What follows belongs to an exercise in optimizing a design on an open flow for small area and a short achievable clock period; a production flow would make more cautious choices.
No functional check of the RTL was part of any run shown here.

==> flow/design.v (outline; a module is shown in full before it is edited, if it fits) <==
// module alu_div_row1: 17 lines
// module alu_div_row2: 20 lines
// module alu_div_row3: 23 lines
// module alu_div_row4: 28 lines
// module alu_div_row5: 31 lines
// module alu_div_row6: 36 lines
// module alu_div_row7: 39 lines
// module alu_div_row8: 46 lines
// module alu_div_row9: 49 lines
// module alu_div_row10: 54 lines
// module alu_div_row11: 57 lines
// module alu_div_row12: 64 lines
// module alu_div_row13: 67 lines
// module alu_div_row14: 72 lines
// module alu_div_row15: 75 lines
// module alu_div_row16: 84 lines
// module alu_div_row17: 87 lines
// module alu_div_row18: 92 lines
// module alu_div_row19: 95 lines
// module alu_div_row20: 102 lines
// module alu_div_row21: 105 lines
// module alu_div_row22: 110 lines
// module alu_div_row23: 113 lines
// module alu_div_row24: 122 lines
// module alu_div_row25: 125 lines
// module alu_div_row26: 130 lines
// module alu_div_row27: 133 lines
// module alu_div_row28: 140 lines
// module alu_div_row29: 143 lines
// module alu_div_row30: 148 lines
// module alu_div_row31: 151 lines
// module alu_div_row32: 162 lines
// module alu_div32: 71 lines
// module alu_unit: 114 lines
module alu_unit
#(
  parameter int unsigned WIDTH = 32
) (
  input  logic               clk,
  input  logic               rst_n,
  input  logic               in_valid,
  input  logic [WIDTH-1:0]   rs,
  input  logic [WIDTH-1:0]   rt,
  input  logic [alu_pkg::CTRL_W-1:0]  ctrl,
  input  logic [alu_pkg::SHAMT_W-1:0] sa,
  input  logic               div_signed,
  output logic               out_valid,
  output logic [WIDTH-1:0]   rd,
  output logic               overflow,
  output logic [WIDTH-1:0]   quotient,
  output logic [WIDTH-1:0]   remainder
);
  // ...
==> flow/run.sh <==
#!/bin/bash
# synth_recipe.tcl (not shown) runs the flow's synth.tcl, then flattens the netlist and writes it again
# the make line also repeats each setting of config.mk as NAME=value (left out here)
make -C /OpenROAD-flow-scripts/flow DESIGN_CONFIG=/design/flow/config.mk WORK_HOME=/design/flow/orfs CLKGATE_MAP_FILE= SYNTH_SCRIPT=/design/flow/synth_recipe.tcl finish
==> flow/config.mk <==
export PLATFORM = sky130hd
export DESIGN_NAME = alu_unit
export DESIGN_NICKNAME = alu_unit
export VERILOG_FILES = /design/flow/design.v
export SDC_FILE = /design/flow/constraint.sdc
export NUM_CORES = 4
export LEC_CHECK = 0
export CAP_MARGIN = 20
export CORE_MARGIN = 2
export CORE_UTILIZATION = 40
export SLEW_MARGIN = 20
==> flow/constraint.sdc <==
create_clock -name core_clock -period 100.0 [get_ports {clk}]
set_input_delay 20.0000 -clock core_clock [delete_from_list [all_inputs] [get_ports {clk}]]
set_output_delay 20.0000 -clock core_clock [all_outputs]
set_load 0.01 [all_outputs]
==> key figures, run 1 <==
STA
  • Hold Slack: 474.3 ps
  • RSZ-0062 raised after global routing: no
  • Final setup vio count: 0

Finish
  • Layout filler cell count: 10990
  • Largest registers: b_q x32, rd_q x32
  • Final cell count without fillers: 7162
  • Clock buf count: 17
  • Layout clock area frac: 0.01217
  • Final instance area: 47300 um2
  • Buffering overhead: 0.05325
  • Flip-flop and latch count: 120
  • Fraction of area in multi-input gates: 0.8065

GRT
  • Grt total ovfl: 0
  • Grt peak-use layer: met2
  • Global-route wire length before repair: 257300 um
  • Met2 usage: 0.4897

Floorplanning
  • Placement Rows: 120
  • Ports: 175

Clock tree
  • Post_cts resized: 0
  • Clock Tree Buf Depth: 2
  • Worst skew pair latency: 490 ps
  • Setup Buffers After CTS: 0
  • Clock Pin Slew Worst Setup and Hold Paths: 70 ps
  • CTS Hold Buffers Added: 0

Outcome
  • Status: finished clean

Synth
  • Post-synth EDFFs: 0
  • Post-synth cell types: 121
  • Xor/xnor share of the synthesized area: 0.07424
  • Mapped Cells: 5714

Route
  • Post-route DRC: 0
  • Routed Antenna Nets: 0

Critical path
  • Crit-path max cell delay: 850 ps
  • Flop2flop setup slack: 98360 ps
  • Crit path depth: 245
  • Critical Path Fanout Max: 38
  • CP required: 100430 ps
==> module alu_unit, before the edit <==
module alu_unit
#(
  parameter int unsigned WIDTH = 32
) (
  input  logic               clk,
  input  logic               rst_n,
  input  logic               in_valid,
  input  logic [WIDTH-1:0]   rs,
  input  logic [WIDTH-1:0]   rt,
  input  logic [alu_pkg::CTRL_W-1:0]  ctrl,
  input  logic [alu_pkg::SHAMT_W-1:0] sa,
  input  logic               div_signed,
  output logic               out_valid,
  output logic [WIDTH-1:0]   rd,
  output logic               overflow,
  output logic [WIDTH-1:0]   quotient,
  output logic [WIDTH-1:0]   remainder
);
  localparam int SPLIT = 12;
  localparam int RW    = 32 - SPLIT;
  logic [WIDTH-1:0] sum_c;
  logic [WIDTH-1:0] diff_c;
  logic [WIDTH-1:0] alu_rd_c;
  logic             alu_ovf_c;
  always_comb begin
    sum_c     = rs + rt;
    diff_c    = rs - rt;
    alu_rd_c  = '0;
    alu_ovf_c = 1'b0;
    case (ctrl)
      alu_pkg::ALU_ADDU: alu_rd_c = sum_c;
      alu_pkg::ALU_ADD: begin
        alu_rd_c  = sum_c;
        alu_ovf_c = (rs[WIDTH-1] == rt[WIDTH-1]) && (sum_c[WIDTH-1] != rs[WIDTH-1]);
      end
      alu_pkg::ALU_AND:  alu_rd_c = rs & rt;
      alu_pkg::ALU_OR:   alu_rd_c = rs | rt;
      alu_pkg::ALU_NOR:  alu_rd_c = ~(rs | rt);
      alu_pkg::ALU_XOR:  alu_rd_c = rs ^ rt;
      alu_pkg::ALU_SUBU: alu_rd_c = diff_c;
      alu_pkg::ALU_SUB: begin
        alu_rd_c  = diff_c;
        alu_ovf_c = (rs[WIDTH-1] != rt[WIDTH-1]) && (diff_c[WIDTH-1] != rs[WIDTH-1]);
      end
      alu_pkg::ALU_SLTU: alu_rd_c = {{(WIDTH-1){1'b0}}, (rs < rt)};
      alu_pkg::ALU_SLT:  alu_rd_c = {{(WIDTH-1){1'b0}}, ($signed(rs) < $signed(rt))};
      alu_pkg::ALU_SLL:  alu_rd_c = rt << sa;
      alu_pkg::ALU_SRL:  alu_rd_c = rt >> sa;
      alu_pkg::ALU_SRA:  alu_rd_c = $unsigned($signed(rt) >>> sa);
      default: begin
        alu_rd_c  = '0;
        alu_ovf_c = 1'b0;
      end
    endcase
  end
  logic        neg_a, neg_b, b_zero;
  logic [31:0] mag_a, mag_b;
  logic [31:SPLIT] q_hi_c;
  logic [31:0] r_hi_c;
  always_comb begin
    neg_a  = div_signed & rs[31];
    neg_b  = div_signed & rt[31];
    mag_a  = neg_a ? (~rs + 32'd1) : rs;
    mag_b  = neg_b ? (~rt + 32'd1) : rt;
    b_zero = (rt == 32'd0);
  end
  alu_div32 #(.HI(31), .LO(SPLIT)) u_div_hi (
    .rin (32'd0), .a(mag_a), .b(mag_b), .q(q_hi_c), .rout(r_hi_c)
  );
  logic             out_valid_q;
  logic [WIDTH-1:0] rd_q;
  logic             overflow_q;
  logic [RW-1:0]    rem_q;
  logic [31:SPLIT]  qhi_q;
  logic [SPLIT-1:0] alo_q;
  logic [31:0]      b_q;
  logic             negq_q, negr_q;
  always_ff @(posedge clk) begin
    if (!rst_n) begin
      out_valid_q <= 1'b0;
      rd_q        <= '0;
      overflow_q  <= 1'b0;
      rem_q       <= '0;
      qhi_q       <= '0;
      alo_q       <= '0;
      b_q         <= 32'd1;
      negq_q      <= 1'b0;
      negr_q      <= 1'b0;
    end else begin
      out_valid_q <= in_valid;
      if (in_valid) begin
        rd_q        <= alu_rd_c;
        overflow_q  <= alu_ovf_c;
        rem_q       <= r_hi_c[RW-1:0];
        qhi_q       <= q_hi_c;
        alo_q       <= mag_a[SPLIT-1:0];
        b_q         <= mag_b;
        negq_q      <= (neg_a ^ neg_b) & ~b_zero;
        negr_q      <= neg_a;
      end
    end
  end
  logic [SPLIT-1:0] q_lo_c;
  logic [31:0]      r_c, q_c;
  alu_div32 #(.HI(SPLIT-1), .LO(0)) u_div_lo (
    .rin ({{SPLIT{1'b0}}, rem_q}), .a({qhi_q, alo_q}), .b(b_q), .q(q_lo_c), .rout(r_c)
  );
  assign q_c = {qhi_q, q_lo_c};
  assign out_valid = out_valid_q;
  assign rd        = rd_q;
  assign overflow  = overflow_q;
  assign quotient  = negq_q ? (~q_c + 32'd1) : q_c;
  assign remainder = negr_q ? (~r_c + 32'd1) : r_c;
endmodule
==> run 2: changes to the inputs <==
--- a/flow/design.v
+++ b/flow/design.v
@@ -2829,9 +2829,31 @@
   localparam int RW    = 32 - SPLIT;
-  logic [WIDTH-1:0] sum_c;
-  logic [WIDTH-1:0] diff_c;
-  logic [WIDTH-1:0] alu_rd_c;
-  logic             alu_ovf_c;
+  logic        sub;
+  logic [31:0] y, sum;
+  logic [32:0] cy;
+  logic        ovf, lt_s, lt_u;
+  assign sub   = ctrl[3];
+  assign y     = rt ^ {32{sub}};
+  assign cy[0] = sub;
+  genvar gi;
+  generate
+    for (gi = 0; gi < 32; gi++) begin : g_add
+      assign sum[gi]  = rs[gi] ^ y[gi] ^ cy[gi];
+      assign cy[gi+1] = (rs[gi] & y[gi]) | (rs[gi] & cy[gi]) | (y[gi] & cy[gi]);
+    end
+  endgenerate
+  assign ovf  = (rs[31] == y[31]) && (sum[31] != rs[31]);
+  assign lt_u = ~cy[32];
+  assign lt_s = sum[31] ^ ovf;
+  logic        left, fill;
+  logic [31:0] sh_in, sh_out, sh_rev;
+  always_comb begin
+    left = (ctrl[1:0] == 2'b00);
+    fill = (ctrl[1:0] == 2'b10) & rt[31];
+    for (int i = 0; i < 32; i++) sh_in[i] = left ? rt[31-i] : rt[i];
+    sh_out = 32'($signed({fill, sh_in}) >>> sa);
+    for (int i = 0; i < 32; i++) sh_rev[i] = sh_out[31-i];
+  end
+  logic [31:0] alu_rd_c;
+  logic        alu_ovf_c;
   always_comb begin
-    sum_c     = rs + rt;
-    diff_c    = rs - rt;
     alu_rd_c  = '0;
@@ -2839,6 +2861,6 @@
     case (ctrl)
-      alu_pkg::ALU_ADDU: alu_rd_c = sum_c;
+      alu_pkg::ALU_ADDU: alu_rd_c = sum;
       alu_pkg::ALU_ADD: begin
-        alu_rd_c  = sum_c;
-        alu_ovf_c = (rs[WIDTH-1] == rt[WIDTH-1]) && (sum_c[WIDTH-1] != rs[WIDTH-1]);
+        alu_rd_c  = sum;
+        alu_ovf_c = ovf;
       end
@@ -2848,12 +2870,12 @@
       alu_pkg::ALU_XOR:  alu_rd_c = rs ^ rt;
-      alu_pkg::ALU_SUBU: alu_rd_c = diff_c;
+      alu_pkg::ALU_SUBU: alu_rd_c = sum;
       alu_pkg::ALU_SUB: begin
-        alu_rd_c  = diff_c;
-        alu_ovf_c = (rs[WIDTH-1] != rt[WIDTH-1]) && (diff_c[WIDTH-1] != rs[WIDTH-1]);
+        alu_rd_c  = sum;
+        alu_ovf_c = ovf;
       end
-      alu_pkg::ALU_SLTU: alu_rd_c = {{(WIDTH-1){1'b0}}, (rs < rt)};
-      alu_pkg::ALU_SLT:  alu_rd_c = {{(WIDTH-1){1'b0}}, ($signed(rs) < $signed(rt))};
-      alu_pkg::ALU_SLL:  alu_rd_c = rt << sa;
-      alu_pkg::ALU_SRL:  alu_rd_c = rt >> sa;
-      alu_pkg::ALU_SRA:  alu_rd_c = $unsigned($signed(rt) >>> sa);
+      alu_pkg::ALU_SLTU: alu_rd_c = {31'd0, lt_u};
+      alu_pkg::ALU_SLT:  alu_rd_c = {31'd0, lt_s};
+      alu_pkg::ALU_SLL:  alu_rd_c = sh_rev;
+      alu_pkg::ALU_SRL:  alu_rd_c = sh_out;
+      alu_pkg::ALU_SRA:  alu_rd_c = sh_out;
       default: begin
--- a/flow/config.mk
+++ b/flow/config.mk
@@ -7,5 +7,7 @@
 export LEC_CHECK = 0
+export ABC_AREA = 1
 export CAP_MARGIN = 20
 export CORE_MARGIN = 2
-export CORE_UTILIZATION = 40
+export CORE_UTILIZATION = 65
+export PLACE_DENSITY = 0.75
 export SLEW_MARGIN = 20
==> key figures, run 2 <==
Synth
  • Mux share of post-synthesis cell area: 0.01026 (was 0.06923)
  • Async SR Flop Fraction: 0 (unchanged)
  • Main flop type after synthesis: dfxtp_1 (unchanged)
  • Post-Synth Adder-Cell Area: 0.3315 (was 0.2937)
  • Simple-gate share of the synthesized area: 0.2225 (was 0.1875)
  • Largest family of logic cells by synthesized area: adder cells (unchanged)
  • Syn avg cell area: 7.286 um2 (was 7.595 um2)
  • Area leader, netlist: ha_1 (unchanged)
  • Yosys top cell area share: 0.1766 (was 0.1678)
  • Commonest cells post-synth: nand2_1, inv_1, ha_1, o21ai_0, fa_1 (was ha_1, nand2_1, inv_1, nor2_1, a21oi_1)
  • Post-Synthesis Cell Area: 39040 um2 (was 43400 um2)
  • Post-synth cell types: 80 (was 121)
  • Mapped Cells: 5358 (was 5714)
  • Post-synthesis sequential area ratio: 0.06154 (was 0.05536)
  • Largest cells by area after synthesis: ha_1, fa_1, nand2_1 (was ha_1, fa_1, dfxtp_1)
  • Most frequent cell after synthesis: nand2_1 (was ha_1)
  • Syn nets: 6288 (was 6646)
  • Register bit count reported by yosys: 120 (unchanged)
  • Xor/xnor share of the synthesized area: 0.07981 (was 0.07424)
  • Post-synthesis compound-gate area fraction: 0.1952 (was 0.2505)
  • Post-synth EDFFs: 0 (unchanged)
  • Ys Warns: 5 (unchanged)

Critical path
  • Crit path capture type: register (unchanged)
  • R2R depth: 2 (was 7)
  • Worst Setup Path Type: in -> reg (unchanged)
  • Most frequent CP cell: nand2_1 (was a21oi_1)
  • Crit path launch type: primary input (unchanged)
  • Crit path from: rt[0] (was rt[1])
  • CP required: 100380 ps (was 100430 ps)
  • Critical Path Fanout Max: 33 (was 38)
  • Setup crit end: rem_q[18]$_SDFFE_PN0P_ (was rem_q[0]$_SDFFE_PN0P_)
  • Flop2flop setup slack: 98230 ps (was 98360 ps)
  • Crit-path max cell delay: 720 ps (was 850 ps)
  • RR Startpoint: negr_q$_SDFFE_PN0P_ (was rd_q[22]$_SDFFE_PN0P_)
  • Critical path's slowest cell: inv_1 (was o31ai_1)
  • Reg2reg end: negr_q$_SDFFE_PN0P_ (was rd_q[22]$_SDFFE_PN0P_)
  • Critical path arrival: 76130 ps (was 77490 ps)

Clock tree
  • TritonCTS clock tree: built (unchanged)
  • Clock Tree Buf Depth: 2 (unchanged)
  • Clock root buffer: clkbuf_16 (unchanged)
  • Worst skew pair latency: 440 ps (was 490 ps)
  • Clock Pin Slew Worst Setup and Hold Paths: 70 ps (about the same)
  • CTS Sinks: 120 (unchanged)
  • CTS Buf Count: 17 (unchanged)
  • H-tree depth: 4 (unchanged)
  • CTS Hold Buffers Added: 0 (unchanged)
  • Setup Buffers After CTS: 0 (unchanged)
  • Post_cts resized: 0 (unchanged)

Route
  • Post-route DRC: 0 (unchanged)
  • Vias per cell: 6.045 (was 6.055)
  • Avg WL per Cell: 20.42 um (was 23.62 um)
  • Drt pass-1 iters: 6 (was 7)
  • Drt first-iter violations: 3132 (was 4067)
  • Final WL: 127100 um (was 169200 um)
  • Via Count: 37620 (was 43370)
  • Routed Antenna Nets: 0 (unchanged)

Place
  • I/O Buffers: 174 (unchanged)
  • DPL Wire Length: 101300 um (was 134100 um)
  • Dpl cell area: 41060 um2 (was 46710 um2)
  • Gpl congestion: 1.016 (was 0.9888)

Finish
  • Share of cells above drive strength 1: 0.1119 (was 0.06114)
  • Layout filler cell count: 5198 (was 10990)
  • Commonest non-fill, non-tap cell in the layout: nand2_1 (was ha_1)
  • Nets: 6367 (was 6676)
  • Inserted Diodes: 0 (was 2)
  • Utilization after layout: 0.7039 (was 0.4406)
  • Final instance area: 41700 um2 (was 47300 um2)
  • Area growth, synth to finish: 6.824% (was 8.998%)
  • Most frequent cells in the layout: nand2_1, inv_1, ha_1, o21ai_0, fa_1 (was ha_1, nand2_1, inv_1, nor2_1, a21oi_1)
  • Largest registers: b_q x32, rd_q x32 (unchanged)

STA
  • Fmax: 13.20 MHz (was 12.98 MHz)
  • Final setup vio count: 0 (unchanged)
  • Fin. max-slew vios: 0 (unchanged)
  • Slew HR: 0.2687 (was 0.2009)
  • Slew of the pin with the lowest slew margin: 1094 ps (was 1197 ps)
  • RSZ-0062 raised after global routing: no (unchanged)
  • Hold Vio Cnt, Final: 0 (unchanged)
  • Crit path time final: 75750 ps (was 77060 ps)
  • Clk_skew: 0 ps (unchanged)
  • Period utilization: 0.7575 (was 0.7706)
  • Setup_tns: 0 ps (unchanged)

GRT
  • Initial antenna violation count: 1 (was 15)
  • Global-route wire length before repair: 198800 um (was 257300 um)
  • Grt total ovfl: 0 (unchanged)
  • Total global-route track usage: 0.4047 (was 0.2981)
  • Number of global-route vias before repair: 36300 (was 42020)
  • Largest net degree at the start of global routing: 66 (was 97)

Run
  • MaxCap Viol Count: 0 (unchanged)

Floorplanning
  • Core Area: 59240 um2 (was 107400 um2)
  • Chip height: 249.1 um (was 333.4 um)
  • Placement Rows: 89 (was 120)
  • Die area: 62030 um2 (was 111100 um2)
  • Starting Density: 0.6590 (was 0.4042)
  • Die Wd: 249.1 um (was 333.4 um)
  • Ports: 175 (unchanged)

Outcome
  • Status: finished clean (unchanged)

Worst hold path
  • Hold crit path type: reg -> reg (unchanged)
[run 2: cell types whose count changed after synthesis, moves of 181 or more]
cell / previous run / this run
a21oi_1: 385 / 149
mux2i_1: 222 / 40
nand2_1: 545 / 1242
nor2_1: 467 / 248
xnor2_1: 249 / 54
xor2_1: 117 / 298
[run 2: worst min-delay path by stage]
stage	slack, ps	start	depth (start not counted)	endpoint
2_1_floorplan	450	qhi_q[31]$_SDFFE_PN0P_	2	qhi_q[31]$_SDFFE_PN0P_
3_3_place_gp	440	rd_q[28]$_SDFFE_PN0P_	2	rd_q[28]$_SDFFE_PN0P_
3_5_place_dp	450	rd_q[20]$_SDFFE_PN0P_	2	rd_q[20]$_SDFFE_PN0P_
4_1_cts	460	rd_q[17]$_SDFFE_PN0P_	2	rd_q[17]$_SDFFE_PN0P_
5_1_grt	480	rd_q[3]$_SDFFE_PN0P_	2	rd_q[3]$_SDFFE_PN0P_
6_report	460	rd_q[23]$_SDFFE_PN0P_	2	rd_q[23]$_SDFFE_PN0P_
[run 2: cell families after synthesis]
kind of cell,count (synthesis)
AND/OR/NAND/NOR,1976
buffers and inverters,855
multiplexers,40
AO/OA/AOI/OAI,1160
adder cells (fa/ha/maj),853
flip-flops,120
XOR/XNOR,354
[run 2: layout make-up]
type                       instances  area, um2  share of cell area
sequential                       120       2402             0.05761
inverter                         664       2512             0.06025
tap                              773      967.2             0.02319
clock inverter                    15      197.7            0.004741
clock buffer                      17      425.4             0.01020
timing repair buffer             251       2322             0.05569
multi-input combinational       4383      32870              0.7883
[run 2: through the flow]
step | instances | hold slack (ps) | setup slack (ps)
2_1_floorplan | 5358 | 447.6 | 36890
3_3_place_gp | 6190 | 440.1 | 24830
3_5_place_dp | 6190 | 445.2 | 24610
4_1_cts | 6222 | 462.4 | 24940
5_1_grt | 6223 | 484.9 | 18670
6_report | 6223 | 461.7 | 24250
[run 2: critical path: cells and delay by family]
kind	cells	cell delay, ps
buffers and inverters	36	9140
adder cells (fa/ha/maj)	30	10450
AO/OA/AOI/OAI	88	21030
AND/OR/NAND/NOR	113	15360
[run 2: layer usage]
layer  global-route usage  vias up  share of wire  wire, um
met5                    0        -        0.00012        15
met4               0.2454        2          0.070      8911
met3              0.05172      492          0.073      9284
met2               0.6820     1493           0.46     58820
met1               0.4944    17700           0.39     50020
li1                     -    17940              -         -
==> run 3: changes to the inputs <==
==> flow/flow/run.sh (new file) <==
#!/bin/bash
# Standard ORFS layout, with repair_timing asked to leave setup margin so the
# resizer speeds up the design instead of stopping at the 100 ns clock.
set -euo pipefail
bash standard.sh SETUP_SLACK_MARGIN=30 finish > orfs_flow.log 2>&1
==> flow/standard.sh (new file) <==
#!/bin/bash
# synth_recipe.tcl (not shown) runs the flow's synth.tcl, then flattens the netlist and writes it again
# the make line also repeats each setting of config.mk as NAME=value (left out here)
make -C /OpenROAD-flow-scripts/flow DESIGN_CONFIG=/design/flow/config.mk WORK_HOME=/design/flow/orfs CLKGATE_MAP_FILE= SYNTH_SCRIPT=/design/flow/synth_recipe.tcl "${@:-finish}"
removed: flow/run.sh
==> key figures, run 3 <==
Route
  • Final WL: 130600 um (was 127100 um)
  • Via Count: 38150 (was 37620)
  • Avg WL per Cell: 20.78 um (was 20.42 um)
  • Drt pass-1 iters: 8 (was 6)
  • Drt first-iter violations: 3061 (was 3132)
  • Vias per cell: 6.069 (was 6.045)
  • Post-route DRC: 0 (unchanged)
  • Routed Antenna Nets: 0 (unchanged)

Clock tree
  • CTS Hold Buffers Added: 0 (unchanged)
  • CTS Sinks: 120 (unchanged)
  • Clock Pin Slew Worst Setup and Hold Paths: 70 ps (about the same)
  • Clock root buffer: clkbuf_16 (unchanged)
  • Worst skew pair latency: 430 ps (was 440 ps)
  • CTS Buf Count: 17 (unchanged)
  • Clock Tree Buf Depth: 2 (unchanged)
  • H-tree depth: 4 (unchanged)
  • TritonCTS clock tree: built (unchanged)

STA
  • Period utilization: 0.6647 (was 0.7575)
  • Fin. max-slew vios: 0 (unchanged)
  • Fmax: 15.05 MHz (was 13.20 MHz)
  • Slew of the pin with the lowest slew margin: 1137 ps (was 1094 ps)
  • Clk_skew: 0 ps (unchanged)
  • Crit path time final: 66470 ps (was 75750 ps)
  • RSZ-0062 raised after global routing: no (unchanged)
  • Final setup vio count: 0 (unchanged)
  • Hold Vio Cnt, Final: 0 (unchanged)
  • Slew HR: 0.2227 (was 0.2687)
  • Setup_tns: 0 ps (unchanged)

Critical path
  • Crit path capture type: primary output (was register)
  • RR Startpoint: negr_q$_SDFFE_PN0P_ (unchanged)
  • Critical Path Fanout Max: 28 (was 33)
  • Worst Setup Path Type: reg -> out (was in -> reg)
  • Crit-path max cell delay: 550 ps (was 720 ps)
  • Critical path arrival: 46470 ps (was 76130 ps)
  • Most frequent CP cell: nor2_1 (was nand2_1)
  • Flop2flop setup slack: 98230 ps (about the same)
  • Reg2reg end: negr_q$_SDFFE_PN0P_ (unchanged)
  • Crit path launch type: register (was primary input)
  • CP required: 80000 ps (was 100380 ps)
  • R2R depth: 2 (unchanged)
  • Critical path's slowest cell: clkdlybuf4s50_1 (was inv_1)

Synth
  • Post-Synthesis Cell Area: 39040 um2 (unchanged)
  • Most frequent cell after synthesis: nand2_1 (unchanged)
  • Area leader, netlist: ha_1 (unchanged)
  • Ys Warns: 5 (unchanged)
  • Yosys top cell area share: 0.1766 (unchanged)
  • Post-synthesis sequential area ratio: 0.06154 (unchanged)
  • Post-synth EDFFs: 0 (unchanged)
  • Mapped Cells: 5358 (unchanged)
  • Main flop type after synthesis: dfxtp_1 (unchanged)
  • Largest cells by area after synthesis: ha_1, fa_1, nand2_1 (unchanged)
  • Async SR Flop Fraction: 0 (unchanged)
  • Syn nets: 6288 (unchanged)
  • Register bit count reported by yosys: 120 (unchanged)
  • Post-synth cell types: 80 (unchanged)
  • Syn avg cell area: 7.286 um2 (unchanged)
  • Commonest cells post-synth: nand2_1, inv_1, ha_1, o21ai_0, fa_1 (unchanged)

Finish
  • Commonest non-fill, non-tap cell in the layout: nand2_1 (unchanged)
  • Layout filler cell count: 5023 (was 5198)
  • Multi-input gate area: 33520 um2 (was 32870 um2)
  • Most frequent cells in the layout: nand2_1, inv_1, ha_1, fa_1, o21ai_0 (was nand2_1, inv_1, ha_1, o21ai_0, fa_1)
  • Area growth, synth to finish: 9.955% (was 6.824%)
  • Nets: 6428 (was 6367)
  • Storage element area: 2402 um2 (unchanged)
  • Share of cells above drive strength 1: 0.1397 (was 0.1119)
  • Utilization after layout: 0.7246 (was 0.7039)
  • Largest registers: b_q x32, rd_q x32 (unchanged)

Floorplanning
  • Starting Density: 0.6590 (unchanged)
  • Ports: 175 (unchanged)
  • Chip height: 249.1 um (unchanged)
  • Die area: 62030 um2 (unchanged)
  • Core Area: 59240 um2 (unchanged)
  • Die Wd: 249.1 um (unchanged)
  • Placement Rows: 89 (unchanged)

Place
  • DPL Wire Length: 101300 um (unchanged)
  • Gpl congestion: 1.016 (unchanged)
  • I/O Buffers: 174 (unchanged)

GRT
  • Number of global-route vias before repair: 36580 (was 36300)
  • Grt total ovfl: 0 (unchanged)
  • Global-route wire length before repair: 200200 um (was 198800 um)
  • Largest net degree at the start of global routing: 66 (unchanged)
  • Total global-route track usage: 0.4076 (was 0.4047)
  • Initial antenna violation count: 3 (was 1)

Worst hold path
  • Worst Hold End: rd_q[27]$_SDFFE_PN0P_ (was rd_q[23]$_SDFFE_PN0P_)
  • WHS Path Cells: 2 (unchanged)
  • Hold crit path type: reg -> reg (unchanged)
  • Hold wc startpoint: rd_q[27]$_SDFFE_PN0P_ (was rd_q[23]$_SDFFE_PN0P_)

Run
  • MaxCap Viol Count: 0 (unchanged)

Outcome
  • Status: finished clean (unchanged)
==> run 3: cell counts after synthesis <==
Identical to the previous run, type by type.
==> run 3: layout make-up <==
type | count | share of cell area
inverter | 664 | 0.06098
multi-input combinational | 4390 | 0.7809
sequential | 120 | 0.05597
timing repair inverter | 10 | 0.001253
clock inverter | 15 | 0.004606
antenna | 2 | 0.0001166
timing repair buffer | 295 | 0.06369
tap | 773 | 0.02253
clock buffer | 17 | 0.009911
==> run 3: cell families (layout without fill, tap and decap cells) <==
kind of cell	after synthesis	after routing	share of synthesized area
flip-flops	120	120	0.06154
XOR/XNOR	354	354	0.07981
other	0	2	0
AND/OR/NAND/NOR	1976	1983	0.2225
buffers and inverters	855	1001	0.09930
AO/OA/AOI/OAI	1160	1160	0.1952
adder cells (fa/ha/maj)	853	853	0.3315
multiplexers	40	40	0.01026
==> run 3: worst max-delay path, delay by kind of cell, from the launching register on <==
family          cells  cell delay, ps
flops               1             320
fa+ha+maj          20            6230
simple gates      107           11010
buf+inv            39            5200
compound gates    125           23050
xor+xnor            1             160
==> run 3: what timing repair did <==
| action | in CTS | in global routing |
|---|---|---|
| resized for setup | 55 | 118 |
| setup endpoints to repair | 86 | 86 |
| buffers inserted | 4 | 39 |
| pin swaps | 3 | 12 |
| gates cloned | 8 | 10 |
==> run 3: per-stage QoR <==
| step | area (um2) | setup WS, ps | hold WS (ps) | std cells |
|---|---|---|---|---|
| 2_1_floorplan | 39040 | 36890 | 447.6 | 5358 |
| 5_1_grt | 42920 | 29690 | 484.9 | 6284 |
| 3_5_place_dp | 41060 | 24610 | 445.2 | 6190 |
| 3_3_place_gp | 41060 | 24830 | 440.1 | 6190 |
| 4_1_cts | 41990 | 30000 | 462.4 | 6234 |
| 6_report | 42920 | 33530 | 460.9 | 6286 |
==> run 3: how the worst max path moves through the flow <==
stage,start,to,cells after the start
final,b_q[0]$_SDFFE_PN1P_,quotient[30],292
after global routing,b_q[0]$_SDFFE_PN1P_,quotient[28],291
after CTS,b_q[0]$_SDFFE_PN1P_,quotient[28],292
after detailed placement,rt[0],rem_q[11]$_SDFFE_PN0P_,264
after global placement,rt[0],rem_q[11]$_SDFFE_PN0P_,261
after floorplan,b_q[2]$_SDFFE_PN0P_,quotient[28],298
==> run 3: routing by layer <==
metal	global-route usage	vias to the layer above	routed length, um
li1	-	18070	-
met1	0.4965	17800	50450
met2	0.6852	1741	60300
met3	0.05444	530	10450
met4	0.2509	4	9396
met5	0	-	20
==> run 4: changes to the inputs <==
--- a/flow/design.v
+++ b/flow/design.v
@@ -2827,3 +2827,3 @@
 );
-  localparam int SPLIT = 12;
+  localparam int SPLIT = 13;
   localparam int RW    = 32 - SPLIT;
--- a/flow/flow/run.sh
+++ b/flow/flow/run.sh
@@ -4,2 +4,2 @@
 set -euo pipefail
-bash standard.sh SETUP_SLACK_MARGIN=30 finish > orfs_flow.log 2>&1
+bash standard.sh SETUP_SLACK_MARGIN=40 finish > orfs_flow.log 2>&1
==> key figures, run 4 <==
Outcome
  • Status: did not finish (was finished clean)
  • Exit stage: 5_1_grt
  • First error: [ERROR GRT-0232] Routing congestion too high. Check the congestion heatmap in the GUI.

Synth
  • Syn nets: 6522 (was 6288)
  • Simple-gate share of the synthesized area: 0.2666 (was 0.2225)
  • Largest cells by area after synthesis: ha_1, fa_1, nand2_1 (unchanged)
  • Post-Synth Adder-Cell Area: 0.3363 (was 0.3315)
  • Syn avg cell area: 6.880 um2 (was 7.286 um2)
  • Main flop type after synthesis: dfxtp_1 (unchanged)
  • Yosys top cell area share: 0.1792 (was 0.1766)
  • Mapped Cells: 5592 (was 5358)
  • Register bit count reported by yosys: 119 (was 120)
  • Post-synthesis sequential area ratio: 0.06192 (was 0.06154)
  • Xor/xnor share of the synthesized area: 0.07964 (was 0.07981)
  • Commonest cells post-synth: nand2_1, inv_1, ha_1, o21ai_0, nand3_1 (was nand2_1, inv_1, ha_1, o21ai_0, fa_1)
  • Mux share of post-synthesis cell area: 0.002862 (was 0.01026)
  • Post-Synthesis Cell Area: 38470 um2 (was 39040 um2)
  • Post-synth cell types: 71 (was 80)
  • Most frequent cell after synthesis: nand2_1 (unchanged)
  • Area leader, netlist: ha_1 (unchanged)
  • Async SR Flop Fraction: 0 (unchanged)
  • Post-synthesis compound-gate area fraction: 0.1626 (was 0.1952)
  • Largest family of logic cells by synthesized area: adder cells (unchanged)
  • Post-synth EDFFs: 0 (unchanged)
  • Ys Warns: 5 (unchanged)

Floorplanning
  • Chip height: 247.3 um (was 249.1 um)
  • Die Wd: 247.3 um (was 249.1 um)
  • Ports: 175 (unchanged)
  • Placement Rows: 89 (unchanged)
  • Starting Density: 0.6543 (was 0.6590)

Place
  • Gpl congestion: 1.048 (was 1.016)
  • I/O Buffers: 174 (unchanged)
  • Placed insts: 6412 (was 6190)
  • DPL Wire Length: 104000 um (was 101300 um)

Clock tree
  • CTS Sinks: 119 (was 120)
  • H-tree depth: 4 (unchanged)
  • CTS Hold Buffers Added: 0 (unchanged)
  • CTS Buf Count: 17 (unchanged)
  • Clock root buffer: clkbuf_16 (unchanged)
  • Clock Tree Buf Depth: 2 (unchanged)

STA
  • WEP type: output port
  • Crit. endpoint post-GRT repair: quotient[30]

GRT
  • Grt total ovfl: 381
  • Total global-route track usage: 0.8764
  • Largest net degree at the start of global routing: 65
==> run 4: cell count changes after synthesis, moves of 39 or more <==
| cell | delta |
|---|---|
| xnor2_1 | +39 |
| clkbuf_8 | -41 |
| nor2_1 | +39 |
| nand3_1 | +151 |
| nand2_2 | -45 |
| o21ai_1 | -57 |
| nand2_1 | +202 |
| o21ai_2 | -102 |
| xor2_1 | -43 |
| o21ai_0 | +56 |
==> run 4: cells by family after synthesis <==
kind of cell	count (synthesis)
fa+ha+maj	853
flops	119
compound gates	1022
simple gates	2364
buf+inv	874
mux	11
xor+xnor	349
==> run 4: per-layer routing <==
layer | overflow | GRT usage
met1 | 56 | 0.8747
met5 | 8 | 0.6667
met4 | 97 | 0.8436
met2 | 170 | 0.9671
met3 | 50 | 0.8077
==> run 4: worst max-delay path by stage <==
stage                      startpoint  depth (start not counted)      endpoint
3_3_place_gp     b_q[30]$_SDFFE_PN0P_                        299  quotient[30]
3_5_place_dp     b_q[30]$_SDFFE_PN0P_                        300  quotient[30]
2_1_floorplan     b_q[2]$_SDFFE_PN0P_                        317  quotient[30]
4_1_cts        alo_q[12]$_SDFFE_PN0P_                        307  quotient[26]
==> run 4: metrics by stage <==
step	util	hold slack [ps]	setup WS, ps	cell area [um2]
after floorplan	-	444.1	39350	39480
after global placement	0.7077	437.6	30070	41610
after detailed placement	0.7077	448.7	28480	41610
after CTS	0.8167	459.3	36830	48020
==> run 4: timing repair <==
action | in CTS
pin swaps | 299
gates cloned | 39
setup buffers | 440
endpoints found under the setup margin | 86
endpoints found under the hold margin | 0
resized for setup | 792

[afterwards: timing with drivers on the ports]
How much do the figures lean on ideal ports? The routed layouts below were timed once more, with nothing changed but the port constraints. Step 1 (the two cells are an assumption about what drives the block):
set clk [get_ports {clk}]
set_driving_cell -lib_cell sky130_fd_sc_hd__clkbuf_16 $clk
set_driving_cell -lib_cell sky130_fd_sc_hd__buf_2 [delete_from_list [all_inputs] $clk]
Step 2 adds t to the input delays and takes it off the output delays; t is the mean of the earliest and latest rising clock arrival at the registers after step 1. Input paths then give back, and output paths get back, about the clock's delay inside the block. Slacks: ideal ports / drivers / drivers and shift; pairs: ideal ports / drivers.
run	t, ns	slack for setup (ns)	hold slack, ns	cell pins on the clock port's net
run 1	0.557	22.943 / 22.938 / 22.380	0.474 / 0.474 / 0.474	1
run 2	0.502	24.251 / 24.284 / 23.782	0.462 / 0.462 / 0.462	1
run 3	0.499	33.534 / 33.482 / 33.487	0.461 / 0.461 / 0.461	1
After both steps setup and hold are still met in every run listed. For run 1, which loses most, drivers alone change the setup slack by -0.005 ns; drivers and shift together by -0.563 ns.
